Background: an optimization exercise with open tools, aiming at small area, a short achievable clock period and few clock cycles per item. Do not read the settings as production practice. At most, simulation tests tie the RTL to the original design; equivalence was not proved. No activity file was given, so power comes from the tool's default toggle rates.

== delta ==
==> flow/design.v (excerpt) <==
module sigma_clipped_mean_unit (
    input  logic        i_clk,
    input  logic        i_rst_n,
    input  logic        s_axis_tvalid,
    output logic        s_axis_tready,
    input  logic [15:0] s_axis_tdata,    
    output logic        m_axis_tvalid,
    input  logic        m_axis_tready,
    output logic [31:0] m_axis_tdata     
);
For scale: about 680 flip-flops, about 54 I/O pins.
Settings: LEC_CHECK=0, ABC_CLOCK_PERIOD_IN_PS=3500, CAP_MARGIN=20, CORE_MARGIN=2, CORE_UTILIZATION=40, SETUP_SLACK_MARGIN=5, SLEW_MARGIN=20; clock period 10.0 ns.
run.sh (not shown) runs the stock make flow with config.mk's settings and CLKGATE_MAP_FILE= SYNTH_SCRIPT=/design/flow/synth_recipe.tcl, a recipe that flattens the netlist after the stock synthesis.
Looking at the reports, delta completed the entire flow and the layout it produced met the timing, DRC and antenna checks.
Testbench counts of delta, summed over its fixed seeds: cycles 3,528, items 192.
Here is what was changed in the inputs of epsilon compared with delta.
- SETUP_SLACK_MARGIN: 5 -> unset
- ABC_CLOCK_PERIOD_IN_PS: 3500 -> unset
[summary]
- Taking delta as the reference point, the worst setup slack of epsilon falls by 0.27 ns.
- Any difference in power consumption between epsilon and delta is small enough to ignore.
- epsilon -> delta: area after synthesis delta 0, exact match
- Per the comparison of epsilon with delta, fraction of standard cell area in multi-input logic has remained practically unchanged; clock-buffer cell count has remained practically unchanged.

========
sigma_clipped_mean_unit, a different RTL version from the one above (not shown whole).
For scale: ~3300 cells after synthesis, ~730 flip-flops, roughly 54 I/O pins, about 35000 um2 of cells after synthesis.
==> flow/config.mk <==
export PLATFORM = sky130hd
export DESIGN_NAME = sigma_clipped_mean_unit
export DESIGN_NICKNAME = sigma_clipped_mean_unit
export VERILOG_FILES = /design/flow/design.v
export SDC_FILE = /design/flow/constraint.sdc
export NUM_CORES = 4
export LEC_CHECK = 0
export ABC_CLOCK_PERIOD_IN_PS = 3000
export CAP_MARGIN = 20
export CORE_MARGIN = 2
export CORE_UTILIZATION = 65
export CTS_CLUSTER_DIAMETER = 80
export CTS_CLUSTER_SIZE = 24
export SLEW_MARGIN = 20
==> flow/constraint.sdc <==
create_clock -name core_clock -period 10.0 [get_ports {i_clk}]
set_input_delay 2.0000 -clock core_clock [delete_from_list [all_inputs] [get_ports {i_clk}]]
set_output_delay 2.0000 -clock core_clock [all_outputs]
set_load 0.01 [all_outputs]
standard.sh (not shown) runs the stock make flow with config.mk's settings and CLKGATE_MAP_FILE= SYNTH_SCRIPT=/design/flow/synth_recipe.tcl, a recipe that flattens the netlist after the stock synthesis.
==> flow/flow/run.sh <==
#!/bin/bash
set -euo pipefail
MARGIN=6.5
EXTRA="SETUP_SLACK_MARGIN=${MARGIN} BUFFER_PORTS_ARGS=-buffer_cell\\\\ sky130_fd_sc_hd__buf_2"
sed "s|\"\${@:-finish}\"|${EXTRA} \"\${@:-finish}\"|" standard.sh > standard_tuned.sh
grep -q "SETUP_SLACK_MARGIN=${MARGIN}" standard_tuned.sh
bash standard_tuned.sh finish > flow_make.log 2>&1
Rerun with:
==> flow/flow/run.sh (replaced) <==
#!/bin/bash
set -euo pipefail
MARGIN=6.5
sed 's/yosys synth -nofsm -noshare /yosys synth -nofsm -noshare -noabc /' synth_recipe.tcl > synth_recipe_noabc.tcl
grep -q -- "-noabc" synth_recipe_noabc.tcl
EXTRA="SETUP_SLACK_MARGIN=${MARGIN} BUFFER_PORTS_ARGS=-buffer_cell\\\\ sky130_fd_sc_hd__buf_2"
sed -e "s|synth_recipe\.tcl|synth_recipe_noabc.tcl|" \
    -e "s|\"\${@:-finish}\"|${EXTRA} \"\${@:-finish}\"|" standard.sh > standard_tuned.sh
grep -q "SETUP_SLACK_MARGIN=${MARGIN}" standard_tuned.sh
grep -q "synth_recipe_noabc.tcl" standard_tuned.sh
bash standard_tuned.sh finish > flow_make.log 2>&1
Result:
- sequential share of layout area goes up by 1.2 points
- global-route usage fell by 0.95 points
- power falls by about 1.6%
No run of this note included a check of the RTL's function; only the layout flow was run.

========
Another version of the RTL of sigma_clipped_mean_unit (not shown whole).
Size in the first run: ~3300 cells after synthesis, ~740 flip-flops, about 54 I/O pins, about 36000 um2 of cells after synthesis.
clock: 10.0 ns
lec_check: 0
abc_clock_period_in_ps: 3000
cap_margin: 20
core_margin: 2
core_utilization: 40
slew_margin: 20
run.sh (not shown) runs the stock make flow with config.mk's settings and CLKGATE_MAP_FILE= SYNTH_SCRIPT=/design/flow/synth_recipe.tcl, a recipe that flattens the netlist after the stock synthesis.
Stock flow here: none of the scripts above is used.
Testbench counts at the start, summed over its fixed seeds: cycles 3,528, items 192.
Change:
Settings changed: CORE_UTILIZATION 40 to 65, PLACE_DENSITY from default to 0.75.
Wire length climbs by 3.5%.
Sequential share of layout area climbs by 0.89 points.
Critical path depth stays the same.
Core utilization climbs by 27 points.
Via count climbs by 3.7%.
Total power drops by 2.3%.
Flip-flop and latch count does not change.
Die area drops by 38%.
Setup slack is worse by 0.12 ns.
Change:
==> flow/flow/run.sh (new file) <==
#!/bin/bash
set -euo pipefail
MARGIN=6.5
sed "s|\"\${@:-finish}\"|SETUP_SLACK_MARGIN=${MARGIN} \"\${@:-finish}\"|" standard.sh > standard_margin.sh
grep -q "SETUP_SLACK_MARGIN=${MARGIN}" standard_margin.sh
bash standard_margin.sh finish > flow_make.log 2>&1
==> flow/standard.sh (new file) <==
#!/bin/bash
# synth_recipe.tcl (not shown) runs the flow's synth.tcl, then flattens the netlist and writes it again
# the make line also repeats each setting of config.mk as NAME=value (left out here)
make -C /OpenROAD-flow-scripts/flow DESIGN_CONFIG=/design/flow/config.mk WORK_HOME=/design/flow/orfs CLKGATE_MAP_FILE= SYNTH_SCRIPT=/design/flow/synth_recipe.tcl "${@:-finish}"
Settings changed: CORE_UTILIZATION 65 to 40, PLACE_DENSITY 0.75 to default.
removed: flow/run.sh
Result:
- The new run went through all stages and came out clean
- worst hold slack loses 0.0093 ns
- cell area rises by 3.6%
- die area rises by 61%
- first-iteration DRC count falls by 2.3%
- clock power rises by about 5%
- setup slack gains 0.43 ns
- utilization falls by 27 points
- register-to-register slack gains 0.43 ns
- wire length falls by 2.6%

========
v6:
Another version of the RTL of sigma_clipped_mean_unit (not shown whole).
## sigma_clipped_mean_unit
module sigma_clipped_mean_unit (
    input  logic        i_clk,
    input  logic        i_rst_n,
    input  logic        s_axis_tvalid,
    output logic        s_axis_tready,
    input  logic [15:0] s_axis_tdata,    
    output logic        m_axis_tvalid,
    input  logic        m_axis_tready,
    output logic [31:0] m_axis_tdata     
);
Settings: LEC_CHECK=0, ABC_CLOCK_PERIOD_IN_PS=3000, CAP_MARGIN=20, CORE_MARGIN=2, CORE_UTILIZATION=65, CTS_CLUSTER_DIAMETER=80, CTS_CLUSTER_SIZE=24, SLEW_MARGIN=20; clock period 10.0 ns.
standard.sh (not shown) runs the stock make flow with config.mk's settings and CLKGATE_MAP_FILE= SYNTH_SCRIPT=/design/flow/synth_recipe.tcl, a recipe that flattens the netlist after the stock synthesis.
==> flow/flow/run.sh <==
#!/bin/bash
set -euo pipefail
MARGIN=6.5
sed 's/yosys synth -nofsm -noshare /yosys synth -nofsm -noshare -noabc /' synth_recipe.tcl > synth_recipe_noabc.tcl
grep -q -- "-noabc" synth_recipe_noabc.tcl
EXTRA="SETUP_SLACK_MARGIN=${MARGIN} BUFFER_PORTS_ARGS=-buffer_cell\\\\ sky130_fd_sc_hd__buf_2"
sed -e "s|synth_recipe\.tcl|synth_recipe_noabc.tcl|" \
    -e "s|\"\${@:-finish}\"|${EXTRA} \"\${@:-finish}\"|" standard.sh > standard_tuned.sh
grep -q "SETUP_SLACK_MARGIN=${MARGIN}" standard_tuned.sh
grep -q "synth_recipe_noabc.tcl" standard_tuned.sh
bash standard_tuned.sh finish > flow_make.log 2>&1
Testbench counts of v6, summed over its fixed seeds: cycles 3,528, items 192.
Changes in v7 relative to v6:
- GPL_TIMING_DRIVEN newly set to 1
==> comparison <==
- Going from v6 to v7, overall die height did not really move, maximum ir drop on the vdd rail did not really move, design area did not really move, instance count of the mapped netlist did not really move, worst hold margin did not really move.
- The flow did not stop early for v7: all stages ran, and the layout cleared the timing, DRC and antenna checks.
- v7 and v6 ended up with roughly the same utilization after layout.

========
Another version of the RTL of sigma_clipped_mean_unit (not shown whole).
Size: roughly 3300 cells after synthesis, roughly 760 flip-flops, about 54 I/O pins, roughly 36000 µm² of cells after synthesis.
==> flow/design.v (excerpt) <==
module sigma_clipped_mean_unit (
    input  logic        i_clk,
    input  logic        i_rst_n,
    input  logic        s_axis_tvalid,
    output logic        s_axis_tready,
    input  logic [15:0] s_axis_tdata,    
    output logic        m_axis_tvalid,
    input  logic        m_axis_tready,
    output logic [31:0] m_axis_tdata     
);
Settings: LEC_CHECK=0, ABC_CLOCK_PERIOD_IN_PS=3000, CAP_MARGIN=20, CORE_MARGIN=2, CORE_UTILIZATION=40, SLEW_MARGIN=20; clock period 10.0 ns.
run.sh (not shown) runs the stock make flow with config.mk's settings and CLKGATE_MAP_FILE= SYNTH_SCRIPT=/design/flow/synth_recipe.tcl, a recipe that flattens the netlist after the stock synthesis.
Stock flow here: none of the scripts above is used.
Testbench counts at the start, summed over its fixed seeds: cycles 3,528, items 192.
Edit:
==> flow/flow/run.sh (new file) <==
#!/bin/bash
set -euo pipefail
MARGIN=6.5
EXTRA="SETUP_SLACK_MARGIN=${MARGIN} BUFFER_PORTS_ARGS=-buffer_cell\\\\ sky130_fd_sc_hd__buf_2"
sed "s|\"\${@:-finish}\"|${EXTRA} \"\${@:-finish}\"|" standard.sh > standard_tuned.sh
grep -q "SETUP_SLACK_MARGIN=${MARGIN}" standard_tuned.sh
bash standard_tuned.sh finish > flow_make.log 2>&1
==> flow/standard.sh (new file) <==
#!/bin/bash
# synth_recipe.tcl (not shown) runs the flow's synth.tcl, then flattens the netlist and writes it again
# the make line also repeats each setting of config.mk as NAME=value (left out here)
make -C /OpenROAD-flow-scripts/flow DESIGN_CONFIG=/design/flow/config.mk WORK_HOME=/design/flow/orfs CLKGATE_MAP_FILE= SYNTH_SCRIPT=/design/flow/synth_recipe.tcl "${@:-finish}"
removed: flow/run.sh
What happened: Core utilization is lower by 0.12 points. Routed wire length is lower by 0.40%. Design area barely changes. Setup slack gains 700 ps. Clock power is higher by about 3%. Via count is higher by 0.83%. Cell count is about the same. Sequential share of layout area is higher by 0.20 points. Count of clock-buffer cells in the layout is lower by 5. Total power is higher by 0.98%.

========
Another version of the RTL of sigma_clipped_mean_unit (not shown whole).
Size in the first run: ~35000 µm² of cells after synthesis.
clock: 10.0 ns
lec_check: 0
abc_clock_period_in_ps: 3000
cap_margin: 20
core_margin: 2
core_utilization: 65
cts_cluster_diameter: 80
cts_cluster_size: 24
slew_margin: 20
standard.sh (not shown) runs the stock make flow with config.mk's settings and CLKGATE_MAP_FILE= SYNTH_SCRIPT=/design/flow/synth_recipe.tcl, a recipe that flattens the netlist after the stock synthesis.
==> flow/flow/run.sh <==
#!/bin/bash
set -euo pipefail
MARGIN=6.5
sed 's/yosys synth -nofsm -noshare /yosys synth -nofsm -noshare -noabc /' synth_recipe.tcl > synth_recipe_noabc.tcl
grep -q -- "-noabc" synth_recipe_noabc.tcl
EXTRA="SETUP_SLACK_MARGIN=${MARGIN} BUFFER_PORTS_ARGS=-buffer_cell\\\\ sky130_fd_sc_hd__buf_2"
sed -e "s|synth_recipe\.tcl|synth_recipe_noabc.tcl|" \
    -e "s|\"\${@:-finish}\"|${EXTRA} \"\${@:-finish}\"|" standard.sh > standard_tuned.sh
grep -q "SETUP_SLACK_MARGIN=${MARGIN}" standard_tuned.sh
grep -q "synth_recipe_noabc.tcl" standard_tuned.sh
bash standard_tuned.sh finish > flow_make.log 2>&1
Testbench counts at the start, summed over its fixed seeds: cycles 3,528, items 192.
Edit:
==> flow/flow/run.sh (replaced) <==
#!/bin/bash
set -euo pipefail
MARGIN=6.5
EXTRA="SETUP_SLACK_MARGIN=${MARGIN} BUFFER_PORTS_ARGS=-buffer_cell\\\\ sky130_fd_sc_hd__buf_2"
sed "s|\"\${@:-finish}\"|${EXTRA} \"\${@:-finish}\"|" standard.sh > standard_tuned.sh
grep -q "SETUP_SLACK_MARGIN=${MARGIN}" standard_tuned.sh
bash standard_tuned.sh finish > flow_make.log 2>&1
CTS_CLUSTER_DIAMETER = default   (was 80)
CTS_CLUSTER_SIZE = default   (was 24)
Outcome: Non-clock buffer count went up by 15. Routed wire length went up by 12%. Critical path depth went down by 2.
Edit:
--- a/flow/flow/run.sh
+++ b/flow/flow/run.sh
@@ -3 +3 @@
-MARGIN=6.5
+MARGIN=7.0
CTS_CLUSTER_DIAMETER = 80   (was default)
CTS_CLUSTER_SIZE = 24   (was default)
Clock-buffer cell count decreases by 53.
Design area goes up by about 3%.
Die area is unchanged.
Edit:
--- a/flow/flow/run.sh
+++ b/flow/flow/run.sh
@@ -3 +3 @@
-MARGIN=7.0
+MARGIN=6.5
Result: Global-route usage is lower by 1.8 points; total power is lower by 4.0%; hold slack gets better by 0.0037 ns; maximum frequency is lower by 4.8%; clock skew is about the same; first-iteration DRC count is lower by 25%; wire length is lower by 8.2%; clock-buffer cell count is higher by 7.
Edit:
--- a/flow/flow/run.sh
+++ b/flow/flow/run.sh
@@ -3 +3 @@
-MARGIN=6.5
+MARGIN=6.0
The new run finished clean.
Sequential power is about the same.
Design area came out lower by 0.90%.
Synthesized area does not change.
Die area stays the same.

========
Another version of the RTL of sigma_clipped_mean_unit (not shown whole).
Size: roughly 3300 cells after synthesis, about 750 flip-flops, ~54 I/O pins, roughly 36000 um2 of cells after synthesis.
Settings: LEC_CHECK=0, ABC_CLOCK_PERIOD_IN_PS=3000, CAP_MARGIN=20, CORE_MARGIN=2, CORE_UTILIZATION=60, CTS_BUF_LIST=sky130_fd_sc_hd__clkbuf_4 sky130_fd_sc_hd__clkbuf_8, SLEW_MARGIN=20; clock period 10.0 ns.
==> flow/flow/run.sh <==
#!/bin/bash
set -euo pipefail
MARGIN=6.5
EXTRA="SETUP_SLACK_MARGIN=${MARGIN} BUFFER_PORTS_ARGS=-buffer_cell\\\\ sky130_fd_sc_hd__buf_2"
sed "s|\"\${@:-finish}\"|${EXTRA} \"\${@:-finish}\"|" standard.sh > standard_tuned.sh
grep -q "SETUP_SLACK_MARGIN=${MARGIN}" standard_tuned.sh
bash standard_tuned.sh finish > flow_make.log 2>&1
Testbench counts at the start, summed over its fixed seeds: cycles 3,528, items 192.
Change:
Settings changed: CORE_UTILIZATION 60 to 40, CTS_BUF_LIST sky130_fd_sc_hd__clkbuf_4 sky130_fd_sc_hd__clkbuf_8 to unset.
The changed run passed the timing, DRC and antenna checks. Power rose by 1.5%. Clock-buffer cell count came out lower by 64. Die area came out higher by 49%.

==> what the ideal ports hide <==
In the flow no input, the clock included, has a driving cell. The finished layouts below were timed again as built, in two steps. Step 1: set_driving_cell puts a clkbuf_16 on i_clk and a buf_2 on each other input, an assumption about the parent block. Step 2 times the ports against the registers' clock, not the clock port: input delays grow and output delays shrink by t, the midpoint of the rising clock arrivals with the driver on. a / b / c = ideal ports / drivers / drivers and shift; a / b = the first two.
run	t (ns)	slack for setup (ns)	worst register clock-pin slew, ns
delta	0.670	5.450 / 5.450 / 5.450	0.07 / 0.07
epsilon	0.671	5.184 / 5.184 / 5.184	0.07 / 0.07
the first run of note 2	0.674	6.373 / 6.373 / 6.265	0.10 / 0.10
the second run of note 2	0.651	6.478 / 6.478 / 6.231	0.10 / 0.10
the first run of note 3	0.686	5.731 / 5.731 / 5.731	0.07 / 0.07
the second run of note 3	0.677	5.614 / 5.614 / 5.614	0.06 / 0.06
the third run of note 3	0.677	6.041 / 6.041 / 6.041	0.07 / 0.07
v6	0.641	6.555 / 6.555 / 6.204	0.10 / 0.10
v7	0.641	6.555 / 6.555 / 6.204	0.10 / 0.10
the first run of note 5	0.680	5.888 / 5.828 / 5.699	0.07 / 0.07
the second run of note 5	0.698	6.592 / 6.528 / 6.273	0.07 / 0.07
the first run of note 6	0.659	6.563 / 6.563 / 6.151	0.10 / 0.10
the second run of note 6	0.686	6.579 / 6.579 / 6.003	0.07 / 0.07
the third run of note 6	0.671	6.741 / 6.729 / 6.451	0.10 / 0.10
the fourth run of note 6	0.676	6.576 / 6.576 / 5.999	0.10 / 0.10
the fifth run of note 6	0.674	6.029 / 6.029 / 6.009	0.10 / 0.10
the first run of note 7	0.786	6.594 / 6.526 / 6.342	0.07 / 0.07
the second run of note 7	0.684	6.564 / 6.501 / 6.410	0.07 / 0.07
After both steps setup and hold are still met in every run listed. For the fourth run of note 6, which loses most, drivers alone change the setup slack by 0.000 ns; drivers and shift together by -0.577 ns.
